Source: an optimization exercise on an open RTL-to-GDS flow (aim: small area, a short achievable clock period and few clock cycles). Production flows keep margins and buffers that such runs may drop.
The RTL was checked by simulation tests, not by an equivalence proof against the original design.

== lane 2 ==
// sparse_mac_row
module sparse_mac_row #(
  parameter int DATA_WIDTH = 8,
  parameter int ACC_WIDTH  = 32,
  parameter int BLOCK_SIZE = 4,
  parameter int NUM_PE     = 4,
  parameter int IDX_WIDTH  = 4,
  localparam int OUT_IDX_WIDTH = (NUM_PE > 1) ? $clog2(NUM_PE) : 1
) (
  input  logic                                       Clk,
  input  logic                                       rst,
  input  logic [BLOCK_SIZE*BLOCK_SIZE*DATA_WIDTH-1:0] act_block,
  input  logic [DATA_WIDTH-1:0]                      weight_in,
  input  logic [NUM_PE*IDX_WIDTH-1:0]                idx_in,
  input  logic [NUM_PE*ACC_WIDTH-1:0]                bias_in,
  input  logic                                       is_signed,
  input  logic                                       block_last,
  input  logic                                       in_valid,
  output logic                                       in_ready,
  output logic [ACC_WIDTH-1:0]                       out_data,
  output logic [OUT_IDX_WIDTH-1:0]                   out_idx,
  output logic                                       out_last,
  output logic                                       out_valid,
  input  logic                                       out_ready
);
Size: ~600 flip-flops, roughly 320 I/O pins, ~38000 µm² of cells after synthesis.
==> module sparse_mac_row, before the edit <==
module sparse_mac_row #(
  parameter int DATA_WIDTH = 8,
  parameter int ACC_WIDTH  = 32,
  parameter int BLOCK_SIZE = 4,
  parameter int NUM_PE     = 4,
  parameter int IDX_WIDTH  = 4,
  localparam int OUT_IDX_WIDTH = (NUM_PE > 1) ? $clog2(NUM_PE) : 1
) (
  input  logic                                       Clk,
  input  logic                                       rst,
  input  logic [BLOCK_SIZE*BLOCK_SIZE*DATA_WIDTH-1:0] act_block,
  input  logic [DATA_WIDTH-1:0]                      weight_in,
  input  logic [NUM_PE*IDX_WIDTH-1:0]                idx_in,
  input  logic [NUM_PE*ACC_WIDTH-1:0]                bias_in,
  input  logic                                       is_signed,
  input  logic                                       block_last,
  input  logic                                       in_valid,
  output logic                                       in_ready,
  output logic [ACC_WIDTH-1:0]                       out_data,
  output logic [OUT_IDX_WIDTH-1:0]                   out_idx,
  output logic                                       out_last,
  output logic                                       out_valid,
  input  logic                                       out_ready
);
  localparam int NE = BLOCK_SIZE * BLOCK_SIZE;
  localparam int RW = 2 * DATA_WIDTH + 1;    
  logic                         first_q;     
  logic                         v1, l1;      
  logic                         x2;          
  logic                         park_q;      
  logic                         in_rdy_q;    
  logic                         in_rdy_o;    
  logic                         fin_free_q;  
  logic                         fin_has;     
  logic [OUT_IDX_WIDTH-1:0]     fin_ptr;
  logic                         out_last_q;
  logic [NE*DATA_WIDTH-1:0]     act_q, act_d;
  logic                         signed_q, signed_d;
  logic [DATA_WIDTH-1:0]        w1;          
  logic [DATA_WIDTH-1:0]        wh;          
  logic [NUM_PE-1:0]            s1;
  logic [DATA_WIDTH-1:0]        a1   [NUM_PE];
  logic [RW-1:0]                r0   [NUM_PE];
  logic [RW-1:0]                r1   [NUM_PE];
  logic [RW-1:0]                r0d  [NUM_PE];
  logic [RW-1:0]                r1d  [NUM_PE];
  logic [ACC_WIDTH-1:0]         acc  [NUM_PE];
  logic [ACC_WIDTH-1:0]         fin  [NUM_PE];
  logic [ACC_WIDTH-1:0]         sum  [NUM_PE];
  logic [ACC_WIDTH-1:0]         out_q;
  logic accept, xfer, park_en, oq_free;
  assign in_ready  = in_rdy_o;
  assign out_data  = out_q;
  assign out_last  = out_last_q;
  assign accept    = in_valid && in_rdy_o;
  assign xfer      = v1 && l1 && fin_free_q;
  assign park_en   = first_q && fin_free_q;    
  assign oq_free   = !out_valid || out_ready;
  assign act_d    = first_q ? act_block : act_q;
  assign signed_d = first_q ? is_signed : signed_q;
  for (genvar k = 0; k < NUM_PE; k++) begin : g_pe
    smr_tree u_tree (.a(a1[k]), .b(w1), .s(s1[k]), .r0(r0d[k]), .r1(r1d[k]));
    logic [ACC_WIDTH-1:0] x, y, z, cs, cc;
    assign x  = acc[k];
    assign y  = {{(ACC_WIDTH-RW){1'b0}}, r0[k]};
    assign z  = {{(ACC_WIDTH-RW+1){~r1[k][RW-1]}}, r1[k][RW-2:0]};
    assign cs = x ^ y ^ z;
    assign cc = (x & y) | (x & z) | (y & z);
    assign sum[k] = cs + {cc[ACC_WIDTH-2:0], 1'b0};
  end
  always_ff @(posedge Clk or posedge rst) begin
    if (rst) begin
      first_q    <= 1'b1;
      v1         <= 1'b0;
      l1         <= 1'b0;
      x2         <= 1'b0;
      park_q     <= 1'b0;
      in_rdy_q   <= 1'b1;
      in_rdy_o   <= 1'b0;
      fin_free_q <= 1'b1;
      fin_has    <= 1'b0;
      fin_ptr    <= '0;
      out_valid  <= 1'b0;
      out_idx    <= '0;
      out_last_q <= 1'b0;
      w1         <= '0;
      wh         <= '0;
    end else begin
      logic nv1, nl1, nfin_has, nrdy;
      nv1 = in_rdy_q ? accept     : v1;
      nl1 = in_rdy_q ? block_last : l1;
      v1 <= nv1;
      l1 <= nl1;
      x2 <= xfer;
      park_q <= accept && first_q;
      if (accept) first_q <= block_last;
      nfin_has = fin_has;
      if (x2) begin
        if (oq_free) begin
          out_valid  <= 1'b1;
          out_idx    <= '0;
          out_last_q <= 1'b0;
          fin_ptr    <= OUT_IDX_WIDTH'(1);
        end else begin
          fin_ptr    <= '0;
        end
        nfin_has = 1'b1;
      end else if (fin_has && oq_free) begin
        out_valid  <= 1'b1;
        out_idx    <= fin_ptr;
        out_last_q <= (fin_ptr == OUT_IDX_WIDTH'(NUM_PE - 1));
        fin_ptr    <= fin_ptr + 1'b1;
        if (fin_ptr == OUT_IDX_WIDTH'(NUM_PE - 1)) nfin_has = 1'b0;
      end else if (out_ready) begin
        out_valid  <= 1'b0;
      end
      fin_has    <= nfin_has;
      fin_free_q <= !nfin_has && !xfer;
      nrdy = !((accept ? block_last : first_q) && (nfin_has || xfer));
      in_rdy_q   <= nrdy;
      in_rdy_o   <= nrdy;
      if (in_rdy_q) begin
        wh <= weight_in;
        w1 <= (accept && nrdy) ? weight_in : '0;
      end else begin
        w1 <= (nrdy && v1) ? wh : '0;
      end
    end
  end
  always_ff @(posedge Clk) begin
    act_q    <= act_d;
    signed_q <= signed_d;
    if (in_rdy_q) begin
      for (int k = 0; k < NUM_PE; k++) begin
        a1[k] <= act_d[idx_in[k*IDX_WIDTH +: IDX_WIDTH]*DATA_WIDTH +: DATA_WIDTH];
        s1[k] <= signed_d;
      end
    end
    for (int k = 0; k < NUM_PE; k++) begin
      r0[k] <= r0d[k];
      r1[k] <= r1d[k];
      acc[k] <= park_q ? fin[k] : sum[k];
      if (x2)
        fin[k] <= sum[k];
      else if (park_en)
        fin[k] <= bias_in[k*ACC_WIDTH +: ACC_WIDTH];
    end
    if (x2 && oq_free)
      out_q <= sum[0];
    else if (fin_has && oq_free)
      out_q <= fin[fin_ptr];
  end
endmodule
==> flow/config.mk <==
export PLATFORM = sky130hd
export DESIGN_NAME = sparse_mac_row
export DESIGN_NICKNAME = sparse_mac_row
export VERILOG_FILES = /design/flow/design.v
export SDC_FILE = /design/flow/constraint.sdc
export NUM_CORES = 4
export LEC_CHECK = 0
export CAP_MARGIN = 20
export CORE_MARGIN = 2
export CORE_UTILIZATION = 40
export SLEW_MARGIN = 20
==> flow/constraint.sdc <==
create_clock -name core_clock -period 12.0 [get_ports {Clk}]
set_input_delay 2.4000 -clock core_clock [delete_from_list [all_inputs] [get_ports {Clk}]]
set_output_delay 2.4000 -clock core_clock [all_outputs]
set_load 0.01 [all_outputs]
standard.sh (not shown) runs the stock make flow with config.mk's settings and CLKGATE_MAP_FILE= SYNTH_SCRIPT=/design/flow/synth_recipe.tcl, a recipe that flattens the netlist after the stock synthesis.
==> flow/flow/run.sh <==
#!/bin/bash
# The standard layout (the standard.sh, unchanged synthesis and steps), with the
# port buffers made from the plain buffer buf_1, and timing repair asked to reach
# a setup slack of 8.4 ns.
set -uo pipefail
export BUFFER_PORTS_ARGS="-buffer_cell sky130_fd_sc_hd__buf_1"
bash standard.sh SETUP_SLACK_MARGIN=8.4 finish > standard.log 2>&1
The final layout from lane 2, which completed every stage, passed the timing, DRC and antenna checks at the end of the flow.
Testbench counts of lane 2, summed over its fixed seeds: cycles 2,918.
The following lists how lane 5 was set up differently from lane 2:
==> flow/design.v, changed modules only <==
module sparse_mac_row #(
  parameter int DATA_WIDTH = 8,
  parameter int ACC_WIDTH  = 32,
  parameter int BLOCK_SIZE = 4,
  parameter int NUM_PE     = 4,
  parameter int IDX_WIDTH  = 4,
  localparam int OUT_IDX_WIDTH = (NUM_PE > 1) ? $clog2(NUM_PE) : 1
) (
  input  logic                                       Clk,
  input  logic                                       rst,
  input  logic [BLOCK_SIZE*BLOCK_SIZE*DATA_WIDTH-1:0] act_block,
  input  logic [DATA_WIDTH-1:0]                      weight_in,
  input  logic [NUM_PE*IDX_WIDTH-1:0]                idx_in,
  input  logic [NUM_PE*ACC_WIDTH-1:0]                bias_in,
  input  logic                                       is_signed,
  input  logic                                       block_last,
  input  logic                                       in_valid,
  output logic                                       in_ready,
  output logic [ACC_WIDTH-1:0]                       out_data,
  output logic [OUT_IDX_WIDTH-1:0]                   out_idx,
  output logic                                       out_last,
  output logic                                       out_valid,
  input  logic                                       out_ready
);
  localparam int NE = BLOCK_SIZE * BLOCK_SIZE;
  localparam int RW = 2 * DATA_WIDTH + 1;    
  logic                         first_q;     
  logic                         v1, l1;      
  logic                         x2;          
  logic                         park_q;      
  logic                         in_rdy_q;    
  logic                         in_rdy_o;    
  logic                         fin_free_q;  
  logic                         fin_has;     
  logic [OUT_IDX_WIDTH-1:0]     fin_ptr;
  logic                         out_last_q;
  logic [NE*DATA_WIDTH-1:0]     act_q, act_d;
  logic                         signed_q, signed_d;
  logic [DATA_WIDTH-1:0]        w1, w1e;
  logic [NUM_PE-1:0]            s1;
  logic [DATA_WIDTH-1:0]        a1   [NUM_PE];
  logic [RW-1:0]                r0   [NUM_PE];
  logic [RW-1:0]                r1   [NUM_PE];
  logic [RW-1:0]                r0d  [NUM_PE];
  logic [RW-1:0]                r1d  [NUM_PE];
  logic [ACC_WIDTH-1:0]         acc  [NUM_PE];
  logic [ACC_WIDTH-1:0]         fin  [NUM_PE];
  logic [ACC_WIDTH-1:0]         sum  [NUM_PE];
  logic [ACC_WIDTH-1:0]         out_q;
  logic accept, xfer, park_en, oq_free;
  assign in_ready  = in_rdy_o;
  assign out_data  = out_q;
  assign out_last  = out_last_q;
  assign accept    = in_valid && in_rdy_q;
  assign xfer      = v1 && l1 && fin_free_q;
  assign park_en   = first_q && fin_free_q;    
  assign oq_free   = !out_valid || out_ready;
  assign act_d    = first_q ? act_block : act_q;
  assign signed_d = first_q ? is_signed : signed_q;
  assign w1e = w1 & {DATA_WIDTH{in_rdy_q}};
  for (genvar k = 0; k < NUM_PE; k++) begin : g_pe
    smr_tree u_tree (.a(a1[k]), .b(w1e), .s(s1[k]), .r0(r0d[k]), .r1(r1d[k]));
    logic [ACC_WIDTH-1:0] x, y, z, cs, cc;
    assign x  = acc[k];
    assign y  = {{(ACC_WIDTH-RW){1'b0}}, r0[k]};
    assign z  = {{(ACC_WIDTH-RW+1){~r1[k][RW-1]}}, r1[k][RW-2:0]};
    assign cs = x ^ y ^ z;
    assign cc = (x & y) | (x & z) | (y & z);
    assign sum[k] = cs + {cc[ACC_WIDTH-2:0], 1'b0};
  end
  always_ff @(posedge Clk or posedge rst) begin
    if (rst) begin
      first_q    <= 1'b1;
      v1         <= 1'b0;
      l1         <= 1'b0;
      x2         <= 1'b0;
      park_q     <= 1'b0;
      in_rdy_q   <= 1'b1;
      in_rdy_o   <= 1'b1;
      fin_free_q <= 1'b1;
      fin_has    <= 1'b0;
      fin_ptr    <= '0;
      out_valid  <= 1'b0;
      out_idx    <= '0;
      out_last_q <= 1'b0;
      w1         <= '0;
    end else begin
      logic nv1, nl1, nfin_has;
      nv1 = in_rdy_q ? accept     : v1;
      nl1 = in_rdy_q ? block_last : l1;
      v1 <= nv1;
      l1 <= nl1;
      x2 <= xfer;
      park_q <= accept && first_q;
      if (accept) first_q <= block_last;
      if (in_rdy_q) w1 <= accept ? weight_in : '0;
      nfin_has = fin_has;
      if (x2) begin
        if (oq_free) begin
          out_valid  <= 1'b1;
          out_idx    <= '0;
          out_last_q <= 1'b0;
          fin_ptr    <= OUT_IDX_WIDTH'(1);
        end else begin
          fin_ptr    <= '0;
        end
        nfin_has = 1'b1;
      end else if (fin_has && oq_free) begin
        out_valid  <= 1'b1;
        out_idx    <= fin_ptr;
        out_last_q <= (fin_ptr == OUT_IDX_WIDTH'(NUM_PE - 1));
        fin_ptr    <= fin_ptr + 1'b1;
        if (fin_ptr == OUT_IDX_WIDTH'(NUM_PE - 1)) nfin_has = 1'b0;
      end else if (out_ready) begin
        out_valid  <= 1'b0;
      end
      fin_has    <= nfin_has;
      fin_free_q <= !nfin_has && !xfer;
      in_rdy_q   <= !((accept ? block_last : first_q) && (nfin_has || xfer));
      in_rdy_o   <= !(accept ? block_last : first_q) || (!nfin_has && !xfer);
    end
  end
  always_ff @(posedge Clk) begin
    act_q    <= act_d;
    signed_q <= signed_d;
    if (in_rdy_q) begin
      for (int k = 0; k < NUM_PE; k++) begin
        a1[k] <= act_d[idx_in[k*IDX_WIDTH +: IDX_WIDTH]*DATA_WIDTH +: DATA_WIDTH];
        s1[k] <= signed_d;
      end
    end
    for (int k = 0; k < NUM_PE; k++) begin
      r0[k] <= r0d[k];
      r1[k] <= r1d[k];
      acc[k] <= park_q ? fin[k] : sum[k];
      if (x2)
        fin[k] <= sum[k];
      else if (park_en)
        fin[k] <= bias_in[k*ACC_WIDTH +: ACC_WIDTH];
    end
    if (x2 && oq_free)
      out_q <= sum[0];
    else if (fin_has && oq_free)
      out_q <= fin[fin_ptr];
  end
endmodule
### Flow results
Delta (lane 5 minus lane 2): overall die width decreased 0.71%; number of levels the H-tree was split into saw little to no change; fraction of synthesis flops using an asynchronous set or reset pin went down 1.4 points. Lane 5 ran to completion and came out clean on the timing, DRC and antenna checks. Comparing lane 2 and lane 5, the lower cell area after synthesis was measured on lane 5. Lane 5 vs lane 2, clock buffer and inverter area fraction after layout went down by 0.37 points. Relative to lane 2, sequential cell count has decreased by 9 in lane 5. Lane 5 ended up with a higher wire length than lane 2 did. The register-to-register slack number comes out lower for lane 5 vs lane 2. Lane 5 vs. lane 2: instance area after placement fell about 1.4%, flip-flop and latch count after synthesis fell 9.
Testbench counts of lane 5, summed over its fixed seeds: cycles 2,918.

## port drivers added, routing unchanged
The flow's constraints put no driver on any port. The routed layouts listed below were extracted and timed again, unchanged, in two steps. Step 1: set_driving_cell puts a clkbuf_16 on Clk and a buf_2 on each other input, an assumption about the parent block. Step 2 adds t to the input delays and takes it off the output delays; t is the mean of the earliest and latest rising clock arrival at the registers after step 1. Input paths then give back, and output paths get back, about the clock's delay inside the block. a / b / c = no drivers / after step 1 / after step 2; a / b = the first two.
run | t (ns) | slack for setup (ns) | clock arrival spread, ns | worst slew at a driven data input, ns
lane 2 | 0.701 | 8.359 / 8.294 / 7.777 | 0.036 / 0.036 | 0.13
lane 5 | 0.679 | 8.122 / 8.062 / 7.807 | 0.028 / 0.028 | 0.15
After both steps every run listed still meets setup and hold. The setup slack of lane 2, which loses most, moves by -0.065 ns with the drivers and by -0.582 ns with both steps.
